Source: an optimization exercise on an open RTL-to-GDS flow (aim: small area). Production flows keep margins and buffers that such runs may drop.
Function was checked by simulation only, so behaviour that the tests miss may differ from the original.
Power and IR drop assume default switching activity.

== run A ==
Design rv_core_top, start of the top module:
module rv_core_top (
   input  logic               clk,
   input  logic               arst_n,
   input  logic               run,
   input  logic               load_req,
   input  rv_pkg::imem_addr_t load_addr,
   input  rv_pkg::word_t      load_data,
   output logic               load_ack,
   input  logic               rd_req,
   input  rv_pkg::reg_idx_t   rd_index,
   output logic               rd_ack,
   output rv_pkg::word_t      rd_data,
   output logic               halted
);
==> flow/config.mk <==
export PLATFORM = sky130hd
export DESIGN_NAME = rv_core_top
export DESIGN_NICKNAME = rv_core_top
export VERILOG_FILES = /design/flow/design.v
export SDC_FILE = /design/flow/constraint.sdc
export NUM_CORES = 4
export LEC_CHECK = 0
export CAP_MARGIN = 10
export CELL_PAD_IN_SITES_DETAIL_PLACEMENT = 0
export CELL_PAD_IN_SITES_GLOBAL_PLACEMENT = 1
export CORE_MARGIN = 2
export CORE_UTILIZATION = 56
export PLACE_DENSITY = 0.66
export SLEW_MARGIN = 10
==> flow/constraint.sdc <==
create_clock -name core_clock -period 13.0 [get_ports {clk}]
set_input_delay 2.6000 -clock core_clock [delete_from_list [all_inputs] [get_ports {clk}]]
set_output_delay 2.6000 -clock core_clock [all_outputs]
set_load 0.01 [all_outputs]
standard.sh (not shown) runs the stock make flow with config.mk's settings and CLKGATE_MAP_FILE= SYNTH_SCRIPT=/design/flow/synth_recipe.tcl, a recipe that flattens the netlist after the stock synthesis.
==> flow/flow/run.sh <==
#!/bin/bash
# Standard layout, except that clock tree synthesis inserts no dummy loads
# and the port buffers are the smallest buffer.
set -euo pipefail
export CTS_ARGS="-sink_clustering_enable -repair_clock_nets -dont_use_dummy_load -sink_clustering_size 20 -sink_clustering_max_diameter 60 -buf_list {sky130_fd_sc_hd__clkbuf_8 sky130_fd_sc_hd__clkbuf_16}"
export BUFFER_PORTS_ARGS="-buffer_cell sky130_fd_sc_hd__buf_1"
bash standard.sh > standard.log 2>&1
Run A: full flow OK, the timing, DRC and antenna checks passed
Input changes introduced in run B (baseline for comparison: run A):
Settings: changing PLACE_DENSITY from 0.66 to 0.6; changing CORE_UTILIZATION from 56 to 50; changing CAP_MARGIN from 10 to 0; changing SLEW_MARGIN from 10 to 0; changing CELL_PAD_IN_SITES_GLOBAL_PLACEMENT from 1 to 2; changing CELL_PAD_IN_SITES_DETAIL_PLACEMENT from 0 to 1.
--- a/flow/flow/run.sh
+++ b/flow/flow/run.sh
@@ -5 +5 @@
-export CTS_ARGS="-sink_clustering_enable -repair_clock_nets -dont_use_dummy_load -sink_clustering_size 20 -sink_clustering_max_diameter 60 -buf_list {sky130_fd_sc_hd__clkbuf_8 sky130_fd_sc_hd__clkbuf_16}"
+export CTS_ARGS="-sink_clustering_enable -repair_clock_nets -dont_use_dummy_load -sink_clustering_size 16 -sink_clustering_max_diameter 50 -buf_list sky130_fd_sc_hd__clkbuf_8"
Findings:
- Run B was carried through to the last stage, and its layout satisfied the timing, DRC and antenna checks.
- Compared run B against run A; number of logic inverters in the finished layout within noise.
- Taking run A as the reference, in run B worst setup timing slack at the placement stage up 0.074 ns, wire length up 20,000 µm, synthesis-to-finish area growth down 0.89 points, portion of the layout cell area used by clock cells down 1.3 points, combined area of the multi-input logic cells flat.
- Run B ended up with a lower total power of the final layout than run A did.
- In run B relative to run A, detailed placement HPWL had gone up by a few percent.
- Delay of the slowest cell on the worst path is lower on run A
- The final standard cell count with taps included and fillers excluded of run B is higher than that of run A.
- From run B to run A, number of top-level design ports did not move at all.
--- input diff run B..run C ---
Settings: SLEW_MARGIN now 20, was 0; CORE_UTILIZATION now 60, was 50; PLACE_DENSITY now 0.7, was 0.6; CELL_PAD_IN_SITES_DETAIL_PLACEMENT now 0, was 1; CELL_PAD_IN_SITES_GLOBAL_PLACEMENT now 0, was 2; CAP_MARGIN now 20, was 0.
--- a/flow/flow/run.sh
+++ b/flow/flow/run.sh
@@ -5 +5 @@
-export CTS_ARGS="-sink_clustering_enable -repair_clock_nets -dont_use_dummy_load -sink_clustering_size 16 -sink_clustering_max_diameter 50 -buf_list sky130_fd_sc_hd__clkbuf_8"
+export CTS_ARGS="-sink_clustering_enable -repair_clock_nets -dont_use_dummy_load -sink_clustering_size 17 -sink_clustering_max_diameter 60 -buf_list sky130_fd_sc_hd__clkbuf_8"
==> comparison <==
Run B: flow completed, timing, DRC and antenna clean. Run C completed; timing, DRC and antenna clean. Run B -> run C: post-placement cell area decreased slightly. Higher number of diodes added for antenna fixing goes to run B over run C. Run C does better than run B on wire length reported by the detailed router. Run C vs run B on sequential share of layout area: run C is the higher one. Relative to run B, the final cell area reported for run C is lower.

==> port drivers added, routing unchanged <==
The flow's constraints put no driver on any port. The routed layouts listed below were extracted and timed again, unchanged, in two steps. Step 1 (the two cells are an assumption about what drives the block):
set clk [get_ports {clk}]
set_driving_cell -lib_cell sky130_fd_sc_hd__clkbuf_16 $clk
set_driving_cell -lib_cell sky130_fd_sc_hd__buf_2 [delete_from_list [all_inputs] $clk]
Step 2 also shifts input and output timing later by t, the mid clock arrival at the registers, as if the neighbouring blocks saw the same clock. a / b / c = ideal ports / drivers / drivers and shift; a / b = the first two.
run | t, ns | setup WS [ns] | hold WS [ns] | worst setup path at the end | worst register clock-pin slew, ns
run A | 0.894 | 3.535 / 3.535 / 3.535 | 0.307 / 0.307 / 0.307 | register to register | 0.08 / 0.08
run B | 1.093 | 3.613 / 3.613 / 3.613 | 0.299 / 0.299 / 0.299 | register to register | 0.11 / 0.11
run C | 0.980 | 4.407 / 4.407 / 4.407 | 0.255 / 0.255 / 0.255 | register to register | 0.12 / 0.12
After both steps every run listed still meets setup and hold.
